Context: an optimization exercise on an open-source flow, tuned for small area and a short achievable clock period. The choices shown serve that exercise and are no tape-out recipe.
RTL that was checked went through simulation tests only; none was proved equivalent to the original.
No driver is modelled on the clock port, so clocking that relies on it looks cheaper here than on a real chip.
Power and IR drop assume default switching activity.

Design data_mem_responder, start of the top module:
module data_mem_responder #(
    parameter int ADDR_WIDTH = 6
) (
    input  logic        CLK,
    input  logic        reset,
    input  logic [31:0] Addressmem,
    input  logic [31:0] WriteDataMem,
    input  logic        memWrite,
    input  logic        memRead,
    output logic [31:0] ReadDataMem,
    output logic        memReady,
    output logic        memError,
    output logic        memStall,
    output logic [1:0]  fsm_state_o
);
    localparam int DEPTH = 2 ** ADDR_WIDTH;
    logic idle_q, b1_q, b2_q, resp_q;
    logic busy_q, errr_q;
    logic wen_q;                        
    logic [DEPTH-1:0] sel;
    logic [31:0] rdata_q;
    logic [DEPTH*32-1:0] mem_q;
    logic req, err;
    assign req = memRead | memWrite;
    assign err = (Addressmem[1:0] != 2'b00)
               | (Addressmem[31:ADDR_WIDTH+2] != '0)
               | (memRead & memWrite);
    always_ff @(posedge CLK or negedge reset) begin
        if (!reset) begin
            idle_q <= 1'b1;
            b1_q   <= 1'b0;
            b2_q   <= 1'b0;
            resp_q <= 1'b0;
            busy_q <= 1'b0;
            errr_q <= 1'b0;
            wen_q  <= 1'b0;
        end else begin
            idle_q <= (~idle_q & ~b1_q & ~b2_q) | (idle_q & ~req);   
  ...
For scale: roughly 3800 cells after synthesis, about 2200 flip-flops, roughly 76000 um2 of cells after synthesis.
clock: 4.6 ns
lec_check: 0
cap_margin: 40
core_margin: 2
core_utilization: 45
cts_cluster_diameter: 80
cts_cluster_size: 30
setup_slack_margin: 2.4
slew_margin: 70
tns_end_percent: 100
buffer_ports_args: -buffer_cell sky130_fd_sc_hd__buf_4
standard.sh (not shown) runs the stock make flow with config.mk's settings and CLKGATE_MAP_FILE= SYNTH_SCRIPT=/design/flow/synth_recipe.tcl, a recipe that flattens the netlist after the stock synthesis.
==> flow/flow/run.sh <==
#!/bin/bash
# Standard layout, with the port buffers made from buf_4 instead of the library's default pick.
set -e
cat >> config.mk <<'CFG'
export BUFFER_PORTS_ARGS = -buffer_cell sky130_fd_sc_hd__buf_4
CFG
bash standard.sh > standard.log 2>&1
==> next run, changes <==
Settings changed: CAP_MARGIN 40 to 20, PLACE_DENSITY set to 0.72, SLEW_MARGIN 70 to 20.
Outcome: Clock skew rose by 0.0044 ns. Cell area is lower by 5.8%. Synthesized cell count stays the same. Routed wire length decreases by 5.1%. Via count falls by 0.84%.
==> next run, changes <==
Settings changed: PLACE_DENSITY 0.72 to unset.
After rerunning: The changed run passed the timing, design-rule and antenna checks; wire length came out higher by 3.6%; clock-buffer cell count fell by 12; non-clock buffer count fell by 76; sequential power is about the same; clock skew falls by 0.018 ns.
==> next run, changes <==
Settings changed: PLACE_DENSITY set to 0.85.
Power goes down by about 4.3%.
Combinational power goes up by about 5%.
Worst hold slack loses 0.0049 ns.
Sequential cell count does not change.
Core utilization goes down by 0.67 points.
Wire length goes down by about 2%.
Setup slack gains 0.077 ns.
Via count goes up by 5.8%.
Die area does not change.
No functional check of the RTL was part of any run of this note.

* * *

Setup of run 1:
The RTL this note starts from:
==> flow/design.v <==
module data_mem_responder #(
    parameter int ADDR_WIDTH = 6
) (
    input  logic        CLK,
    input  logic        reset,
    input  logic [31:0] Addressmem,
    input  logic [31:0] WriteDataMem,
    input  logic        memWrite,
    input  logic        memRead,
    output logic [31:0] ReadDataMem,
    output logic        memReady,
    output logic        memError,
    output logic        memStall,
    output logic [1:0]  fsm_state_o
);
    localparam int DEPTH = 2 ** ADDR_WIDTH;
    logic idle_q, b1_q, b2_q, resp_q;
    logic busy_q, errr_q;
    logic wen_q;                        
    logic [DEPTH-1:0] sel;
    logic [31:0] rdata_q;
    logic [DEPTH*32-1:0] mem_q;
    logic req, err;
    assign req = memRead | memWrite;
    assign err = (Addressmem[1:0] != 2'b00)
               | (Addressmem[31:ADDR_WIDTH+2] != '0)
               | (memRead & memWrite);
    always_ff @(posedge CLK or negedge reset) begin
        if (!reset) begin
            idle_q <= 1'b1;
            b1_q   <= 1'b0;
            b2_q   <= 1'b0;
            resp_q <= 1'b0;
            busy_q <= 1'b0;
            errr_q <= 1'b0;
            wen_q  <= 1'b0;
        end else begin
            idle_q <= (~idle_q & ~b1_q & ~b2_q) | (idle_q & ~req);   
            b1_q   <= idle_q & req;
            b2_q   <= b1_q;
            resp_q <= b2_q;
            busy_q <= (idle_q & req) | b1_q;
            errr_q <= b2_q & err;
            wen_q  <= b1_q & memWrite & ~err;
        end
    end
    always_ff @(posedge CLK) begin
        for (int w = 0; w < DEPTH; w++)
            sel[w] <= (Addressmem[ADDR_WIDTH+1:2] == w[ADDR_WIDTH-1:0]) & ~err;
    end
    always_ff @(posedge CLK) begin
        for (int w = 0; w < DEPTH; w++) begin
            if (wen_q & sel[w]) mem_q[w*32 +: 32] <= WriteDataMem;
        end
    end
    localparam int HALF = DEPTH / 2;
    logic [31:0] rd_lo, rd_hi;
    logic [31:0] part_lo_q, part_hi_q;
    always_comb begin
        rd_lo = '0;
        rd_hi = '0;
        for (int w = 0; w < HALF; w++) begin
            rd_lo = rd_lo | ({32{sel[w]}} & mem_q[w*32 +: 32]);
            rd_hi = rd_hi | ({32{sel[HALF+w]}} & mem_q[(HALF+w)*32 +: 32]);
        end
    end
    always_ff @(posedge CLK) begin
        part_lo_q <= rd_lo;
        part_hi_q <= rd_hi;
        rdata_q   <= part_lo_q | part_hi_q;
    end
    assign ReadDataMem = rdata_q;
    assign memReady    = resp_q;
    assign memError    = errr_q;
    assign memStall    = req & ~resp_q;
    assign fsm_state_o = {resp_q, busy_q};
endmodule
clock: 4.6 ns
lec_check: 0
cap_margin: 20
core_margin: 2
core_utilization: 45
cts_cluster_diameter: 80
cts_cluster_size: 30
setup_slack_margin: 2.4
slew_margin: 20
tns_end_percent: 100
buffer_ports_args: -buffer_cell sky130_fd_sc_hd__buf_4
cts_args: -sink_clustering_enable -repair_clock_nets -sink_clustering_size 30 -sink_clustering_max_diameter 80 -dont_use_dummy_load
==> flow/flow/run.sh <==
#!/bin/bash
# Standard layout, with the port buffers made from buf_4 instead of the library's default pick,
# and a clock tree built without dummy balancing loads.
set -e
cat >> config.mk <<'CFG'
export BUFFER_PORTS_ARGS = -buffer_cell sky130_fd_sc_hd__buf_4
export CTS_ARGS = -sink_clustering_enable -repair_clock_nets -sink_clustering_size 30 -sink_clustering_max_diameter 80 -dont_use_dummy_load
CFG
bash standard.sh > standard.log 2>&1
Having completed the whole flow, run 1 delivered a layout that passed the timing, design-rule and antenna checks.
The inputs of run 2 differ from those of run 1 as listed below.
--- a/flow/flow/run.sh
+++ b/flow/flow/run.sh
@@ -3 +3 @@
-# and a clock tree built without dummy balancing loads.
+# a clock tree built without dummy balancing loads, and a second setup repair after CTS.
@@ -5 +5 @@
-cat >> config.mk <<'CFG'
+cat >> config.mk <<CFG
@@ -7,0 +8 @@
+export POST_CTS_TCL = $PWD/flow/post_cts.tcl
==> flow/flow/post_cts.tcl (new file) <==
# Second setup-repair pass after CTS, then legalize again.
estimate_parasitics -placement
repair_timing -setup -setup_margin 2.4 -repair_tns 100 -verbose
detailed_placement
check_placement -verbose
estimate_parasitics -placement
report_worst_slack
--- a/flow/config.mk
+++ b/flow/config.mk
@@ -10 +10 @@
-export CORE_UTILIZATION = 45
+export CORE_UTILIZATION = 62
@@ -17,0 +18 @@
+export POST_CTS_TCL = /design/flow/flow/post_cts.tcl
When the final numbers for run 2 and run 1 were put side by side, the combinational power turned out to be greater in run 2. Relative to run 1, the final cell area reported for run 2 is lower. Summary of run 2 over run 1: flip-flop and latch share of the layout cell area has increased; non-filler instance count after layout has decreased; maximum clock frequency has decreased. Relative to run 1, the number of DRC violations after detailed-routing iteration 0 measured on run 2 has increased by a few percent. Run 2: setup slack 0.0081 ns below run 1. Lower share of final layout cell area taken by non-clock buffers among run 2 and run 1: run 1. Relative to run 1, clock period minus final worst setup slack increased by 0.0081 ns in run 2. Total wire length after detailed routing: run 2 vs run 1, no meaningful difference.
[inputs] run 3 vs run 2
==> flow/flow/run.sh <==
#!/bin/bash
# Standard layout, with the port buffers made from buf_4 instead of the library's default pick.
set -e
cat >> config.mk <<'CFG'
export BUFFER_PORTS_ARGS = -buffer_cell sky130_fd_sc_hd__buf_4
CFG
bash standard.sh > standard.log 2>&1
--- a/flow/config.mk
+++ b/flow/config.mk
@@ -10 +10 @@
-export CORE_UTILIZATION = 62
+export CORE_UTILIZATION = 45
@@ -17,2 +16,0 @@
-export CTS_ARGS = -sink_clustering_enable -repair_clock_nets -sink_clustering_size 30 -sink_clustering_max_diameter 80 -dont_use_dummy_load
-export POST_CTS_TCL = /design/flow/flow/post_cts.tcl
removed: flow/flow/post_cts.tcl
==> notes.md <==
Taking run 3 as 1.0, run 2 lands at 0.71 on inserted tap cell count.
In the metrics for run 3 and run 2, the one carrying the higher internal cell power is run 3.
register to register as the worst min-delay path class was reported by run 2, and primary input to register by run 3.
Diff run 2 -> run 3 | sum of internal, switching and leakage power | up by a little under 10%
Comparing run 3 against run 2, there is no change at all in synthesized area.
Input-level comparison between run 4 and run 3:
--- a/flow/flow/run.sh
+++ b/flow/flow/run.sh
@@ -2 +2,2 @@
-# Standard layout, with the port buffers made from buf_4 instead of the library's default pick.
+# Standard layout, with the port buffers made from buf_4 instead of the library's default pick,
+# and a clock tree built without dummy balancing loads.
@@ -5,0 +7 @@
+export CTS_ARGS = -sink_clustering_enable -repair_clock_nets -sink_clustering_size 30 -sink_clustering_max_diameter 80 -dont_use_dummy_load
--- a/flow/config.mk
+++ b/flow/config.mk
@@ -13 +13 @@
-export SETUP_SLACK_MARGIN = 2.4
+export SETUP_SLACK_MARGIN = 2.8
@@ -16,0 +17 @@
+export CTS_ARGS = -sink_clustering_enable -repair_clock_nets -sink_clustering_size 30 -sink_clustering_max_diameter 80 -dont_use_dummy_load
Relative to run 3, count of plain and timing-repair buffers in the layout has increased by 301 in run 4. Run 4 vs. run 3: count of clock buffers in the final design decreased by about 18% relative to the old numbers, net switching share of the total power down 1.3 points, final wirelength has increased.

* * *

== build 26 ==
RTL: the design.v shown in full above, as it stands there.
==> flow/config.mk <==
export PLATFORM = sky130hd
export DESIGN_NAME = data_mem_responder
export DESIGN_NICKNAME = data_mem_responder
export VERILOG_FILES = /design/flow/design.v
export SDC_FILE = /design/flow/constraint.sdc
export NUM_CORES = 4
export LEC_CHECK = 0
export CAP_MARGIN = 20
export CORE_MARGIN = 2
export CORE_UTILIZATION = 62
export SETUP_SLACK_MARGIN = 2.4
export SLEW_MARGIN = 20
export TNS_END_PERCENT = 100
export BUFFER_PORTS_ARGS = -buffer_cell sky130_fd_sc_hd__buf_4
export CTS_ARGS = -sink_clustering_enable -repair_clock_nets -sink_clustering_size 25 -sink_clustering_max_diameter 60 -dont_use_dummy_load
==> flow/constraint.sdc <==
create_clock -name core_clock -period 4.6 [get_ports {CLK}]
set_input_delay 0.9200 -clock core_clock [delete_from_list [all_inputs] [get_ports {CLK}]]
set_output_delay 0.9200 -clock core_clock [all_outputs]
set_load 0.01 [all_outputs]
==> flow/flow/run.sh <==
#!/bin/bash
# Standard layout, with the port buffers made from buf_4 instead of the library's default pick,
# and a clock tree of smaller sink clusters built without dummy balancing loads.
set -e
cat >> config.mk <<'CFG'
export BUFFER_PORTS_ARGS = -buffer_cell sky130_fd_sc_hd__buf_4
export CTS_ARGS = -sink_clustering_enable -repair_clock_nets -sink_clustering_size 25 -sink_clustering_max_diameter 60 -dont_use_dummy_load
CFG
bash standard.sh > standard.log 2>&1
The following lists how build 58 was set up differently from build 26:
- putting CTS_CLUSTER_SIZE at 30 where nothing was set
- putting CTS_CLUSTER_DIAMETER at 80 where nothing was set
- swapping -sink_clustering_enable -repair_clock_nets -sink_clustering_size 25 -sink_clustering_max_diameter 60 -dont_use_dummy_load for -sink_clustering_enable -repair_clock_nets -sink_clustering_size 30 -sink_clustering_max_diameter 80 -dont_use_dummy_load in CTS_ARGS
==> flow/flow/run.sh <==
#!/bin/bash
# Standard layout, with the port buffers made from buf_4 instead of the library's default pick,
# and a clock tree built without dummy balancing loads.
set -e
cat >> config.mk <<'CFG'
export BUFFER_PORTS_ARGS = -buffer_cell sky130_fd_sc_hd__buf_4
export CTS_ARGS = -sink_clustering_enable -repair_clock_nets -sink_clustering_size 30 -sink_clustering_max_diameter 80 -dont_use_dummy_load
CFG
bash standard.sh > standard.log 2>&1
### Flow results
~same combinational fraction of design power in build 58 and build 26
Relative to build 26, the overall power after layout measured on build 58 has decreased by a few percent.
Build 58 ended up with reg -> reg as its critical path class; build 26 ended up with reg -> out.
From build 26 to build 58 the numbers moved as follows: final period demand of the worst path moved down; non-clock buffer count moved up.
For build 75, these inputs were changed with respect to build 58:
- swapping 2.4 for 2.25 in SETUP_SLACK_MARGIN
- swapping 62 for 45 in CORE_UTILIZATION
[summary]
- Build 75 ran to completion and came out clean on the timing, design-rule and antenna checks.
- Of build 58 and build 75, the run reporting the higher number of resized instances in the post-cts repair step was build 58.
- The final reports for build 75 and build 58 show actual transition at the worst max-transition pin lower in the former.
- Build 75 vs build 58: via count of the routed design down by a few percent
- In the metrics for build 58 and build 75, the one carrying the lower vias per cell is build 75.
- Build 58 leaves more setup margin than build 75.

==> afterwards: timing with drivers on the ports <==
In the flow no input, the clock included, has a driving cell. The finished layouts below were timed again as built, in two steps.
Step 1 assumes that a clkbuf_16 drives the clock port and a buf_2 every other input.
Step 2 moves the port delays by t, midway between the first and last clock arrival at a register: inputs arrive t later, outputs are due t later. That takes back most of the time a late clock gives input paths.
a / b / c = no drivers / after step 1 / after step 2; a / b = the first two.
run	t, ns	setup WS [ns]	worst hold slack (ns)	worst register clock-pin slew, ns
the first run of note 1	0.831	2.245 / 2.184 / 1.835	0.419 / 0.375 / 0.427	0.12 / 0.12
the second run of note 1	0.802	2.016 / 2.016 / 2.016	0.434 / 0.407 / 0.434	0.12 / 0.12
the third run of note 1	0.835	1.962 / 1.962 / 1.758	0.421 / 0.379 / 0.423	0.12 / 0.12
the fourth run of note 1	0.786	2.039 / 2.039 / 1.737	0.416 / 0.397 / 0.416	0.12 / 0.12
run 1	0.817	2.295 / 2.262 / 1.663	0.407 / 0.344 / 0.436	0.12 / 0.12
run 2	0.770	2.287 / 2.287 / 1.682	0.393 / 0.393 / 0.393	0.11 / 0.11
run 3	0.839	2.305 / 2.221 / 1.710	0.410 / 0.349 / 0.447	0.12 / 0.12
run 4	0.814	2.318 / 2.241 / 2.184	0.406 / 0.398 / 0.406	0.12 / 0.12
build 26	0.857	2.255 / 2.179 / 1.760	0.419 / 0.374 / 0.419	0.09 / 0.09
build 58	0.770	2.287 / 2.287 / 1.682	0.393 / 0.393 / 0.393	0.11 / 0.11
build 75	0.810	1.993 / 1.993 / 1.462	0.421 / 0.360 / 0.437	0.12 / 0.12
After both steps setup and hold are still met in every run listed. The setup slack of run 1, which loses most, moves by -0.033 ns with the drivers and by -0.632 ns with both steps.
